Context: an optimization exercise on an open-source flow, tuned for small area. The choices shown serve that exercise and are no tape-out recipe.
The RTL was checked by simulation tests, not by an equivalence proof against the original design.
Power and IR drop assume default switching activity.

## sha_mmio_controller
module sha_mmio_controller #(
   parameter logic [11:0] BASE_ADDR = 12'h030,
   parameter int unsigned DATA_W    = 16,
   parameter int unsigned BLOCK_W   = 512,
   parameter int unsigned HASH_W    = 256
) (
   input  logic                 clk,
   input  logic                 reset_n,
   input  logic [15:0]          address,
   input  logic                 rw,
   input  logic                 strobe,
   input  logic [DATA_W-1:0]    datain,
   output logic [DATA_W-1:0]    dataout,
   input  logic [HASH_W-1:0]    hash,
   input  logic                 done,
   output logic [BLOCK_W-1:0]   block,
   output logic                 start,
   output logic                 core_reset,
   output logic                 irq
);
   localparam int unsigned MAX_WORDS = (BLOCK_W - 64 - DATA_W) / DATA_W;
   localparam int unsigned CNT_W     = $clog2(MAX_WORDS + 1);
   localparam int unsigned HWORDS    = HASH_W / DATA_W;
   localparam int unsigned HIDX_W    = $clog2(HWORDS);
   localparam logic [3:0] OFF_CTRL = 4'd0;
   localparam logic [3:0] OFF_MSG  = 4'd1;
   localparam logic [3:0] OFF_HASH = 4'd2;
   localparam logic [3:0] OFF_PTR  = 4'd3;
   logic                st_idle, st_load, st_fire, st_wait, st_capt;
   logic                nx_idle, nx_load, nx_fire, nx_wait, nx_capt;
   logic [CNT_W-1:0]    count, count_d;
   logic [HIDX_W-1:0]   hidx, hidx_d;
   logic                ovf, ovf_d;
   logic                busy;
   logic                done_flag, done_flag_d;
   logic                done_q;
   logic                dvalid;
   logic [HASH_W-1:0]   digest;
   logic [DATA_W-1:0]   dataout_d;
   logic                hit, rd, wr;
   logic [3:0]          offset;
   logic                rd_hash, soft_rst, go, rise, msg_wr, ptr_wr, hold_blk;
   logic [DATA_W-1:0]   status;
   logic [HWORDS-1:0]   hsel;
   logic                rd_stat;
   logic [MAX_WORDS:0]  at;           
   logic                buf_keep;
   logic [DATA_W-1:0]   msg_buf [MAX_WORDS];
   assign hit    = strobe && (address[15:4] == BASE_ADDR);
   assign rd     = hit && rw;
   assign wr     = hit && !rw;
   assign offset = address[3:0];
   assign busy     = st_fire | st_wait | st_capt;
   assign irq      = done_flag;
   assign soft_rst = wr && offset == OFF_CTRL && datain == DATA_W'(1);
  ...
export LEC_CHECK = 0
export CAP_MARGIN = 20
export CORE_MARGIN = 2
export CORE_UTILIZATION = 40
export SLEW_MARGIN = 20
export SYNTH_HIERARCHICAL = 1
export SYNTH_MINIMUM_KEEP_SIZE = 0
create_clock -name core_clock -period 10.0 [get_ports {clk}]
standard.sh (not shown) runs the stock make flow with config.mk's settings and CLKGATE_MAP_FILE= SYNTH_SCRIPT=/design/flow/synth_recipe.tcl, a recipe that flattens the netlist after the stock synthesis.
==> flow/flow/run.sh <==
#!/bin/bash
# Standard ORFS layout (the standard.sh) with two area-oriented changes:
#  - ports are buffered with the smallest buffer (buf_1) instead of the default pick;
#  - CTS uses small clock buffers (clkbuf_4) in clusters of up to 10 sinks, no dummy loads.
# make's full output goes to standard.log; ORFS keeps each step's log under orfs/logs/.
set -euo pipefail
export BUFFER_PORTS_ARGS="-buffer_cell sky130_fd_sc_hd__buf_1"
export SKIP_REPAIR_TIE_FANOUT=1
export CTS_ARGS="-sink_clustering_enable -repair_clock_nets -dont_use_dummy_load -buf_list {sky130_fd_sc_hd__clkbuf_4} -sink_clustering_size 10 -sink_clustering_max_diameter 50"
bash standard.sh > standard.log 2>&1
The first run passed the timing, design-rule and antenna checks.
==> next run, changes <==
--- a/flow/flow/run.sh
+++ b/flow/flow/run.sh
@@ -8 +7,0 @@
-export SKIP_REPAIR_TIE_FANOUT=1
Effect:
- power barely changes
- routed wire length decreases by 4.4%
- critical path depth stays the same
- die area is unchanged
- worst setup slack got worse by 170 ps
- combinational power decreases by about 2%
- sequential share of layout area decreases by 0.36 points
- design area increases by about 0.6%
- core utilization increases by 0.28 points
==> next run, changes <==
Settings changed: SLEW_MARGIN 20 to 30.
The new run finished clean.
Cell count is about the same.
Synthesized cell count does not change.
Routed wire length stays flat.
Global-route usage is about the same.
Utilization grows by 0.15 points.

Another version of the RTL of sha_mmio_controller (not shown whole).
For scale: roughly 3,200 cells after synthesis, roughly 1,200 flip-flops, ~41,000 µm² of cells after synthesis.
==> flow/config.mk <==
export PLATFORM = sky130hd
export DESIGN_NAME = sha_mmio_controller
export DESIGN_NICKNAME = sha_mmio_controller
export VERILOG_FILES = /design/flow/design.v
export SDC_FILE = /design/flow/constraint.sdc
export NUM_CORES = 4
export LEC_CHECK = 0
export CAP_MARGIN = 20
export CORE_MARGIN = 2
export CORE_UTILIZATION = 40
export SLEW_MARGIN = 20
==> flow/constraint.sdc <==
create_clock -name core_clock -period 10.0 [get_ports {clk}]
set_input_delay 2.0000 -clock core_clock [delete_from_list [all_inputs] [get_ports {clk}]]
set_output_delay 2.0000 -clock core_clock [all_outputs]
set_load 0.01 [all_outputs]
run.sh (not shown) runs the stock make flow with config.mk's settings and CLKGATE_MAP_FILE= SYNTH_SCRIPT=/design/flow/synth_recipe.tcl, a recipe that flattens the netlist after the stock synthesis.
Stock flow here: none of the scripts above is used.
Next try:
==> flow/flow/run.sh (new file) <==
#!/bin/bash
# Standard ORFS layout (the standard.sh) with two area-oriented changes:
#  - ports are buffered with the smallest buffer (buf_1) instead of the default pick;
#  - CTS uses small clock buffers (clkbuf_4) in clusters of up to 10 sinks, no dummy loads.
# make's full output goes to standard.log; ORFS keeps each step's log under orfs/logs/.
set -euo pipefail
export BUFFER_PORTS_ARGS="-buffer_cell sky130_fd_sc_hd__buf_1"
export CTS_ARGS="-sink_clustering_enable -repair_clock_nets -dont_use_dummy_load -buf_list {sky130_fd_sc_hd__clkbuf_4} -sink_clustering_size 10 -sink_clustering_max_diameter 50"
bash standard.sh > standard.log 2>&1
==> flow/standard.sh (new file) <==
#!/bin/bash
# synth_recipe.tcl (not shown) runs the flow's synth.tcl, then flattens the netlist and writes it again
# the make line also repeats each setting of config.mk as NAME=value (left out here)
make -C /OpenROAD-flow-scripts/flow DESIGN_CONFIG=/design/flow/config.mk WORK_HOME=/design/flow/orfs CLKGATE_MAP_FILE= SYNTH_SCRIPT=/design/flow/synth_recipe.tcl "${@:-finish}"
removed: flow/run.sh
Total power decreases by 26%.
Final cell count decreases by 1.3%.
Wire length decreases by 4.9%.
Clock skew increases by 110 ps.
Final area decreases by 14%.
Area after synthesis stays the same.
Non-clock buffer count increases by 1.
Setup slack gains 490 ps.
Next try:
Settings changed: CORE_UTILIZATION 40 to 60.
Outcome:
- The new run passed the timing, design-rule and antenna checks
- register-to-register slack gains 70 ps
- design area goes down by 1.5%
- combinational power came out lower by about 2%
- power came out lower by 1.5%
- synthesized cell count stays the same
- fmax rose by 1.5%
- final cell count falls by 9.7%
- routed wire length drops by 2.2%
- sequential cell count is unchanged

## static timing again, ports no longer ideal
In the flow no input, the clock included, has a driving cell. The finished layouts below were timed again as built, in two steps.
Step 1: set_driving_cell puts a clkbuf_16 on clk and a buf_2 on each other input, an assumption about the parent block.
Step 2 adds t to the input delays and takes it off the output delays; t is the mean of the earliest and latest rising clock arrival at the registers after step 1. Input paths then give back, and output paths get back, about the clock's delay inside the block.
a / b / c = ideal ports / drivers / drivers and shift; a / b = the first two.
| run | t (ns) | setup slack, ns | worst hold slack (ns) | worst slew at a driven data input, ns |
|---|---|---|---|---|
| the first run of note 1 | 1.111 | 5.247 / 5.294 / 4.182 | 0.373 / 0.373 / 0.373 | 0.11 |
| the second run of note 1 | 1.125 | 5.079 / 5.110 / 3.985 | 0.405 / 0.405 / 0.405 | 0.14 |
| the third run of note 1 | 1.100 | 5.337 / 5.370 / 4.269 | 0.418 / 0.418 / 0.418 | 0.14 |
| the first run of note 2 | 0.780 | 5.444 / 5.444 / 4.855 | 0.436 / 0.436 / 0.436 | 0.17 |
| the second run of note 2 | 1.086 | 5.937 / 5.937 / 5.124 | 0.378 / 0.378 / 0.378 | 0.13 |
| the third run of note 2 | 1.060 | 5.997 / 6.005 / 4.968 | 0.449 / 0.449 / 0.449 | 0.18 |
After both steps every run listed still meets setup and hold. For the second run of note 1, which loses most, drivers alone change the setup slack by +0.031 ns; drivers and shift together by -1.094 ns.
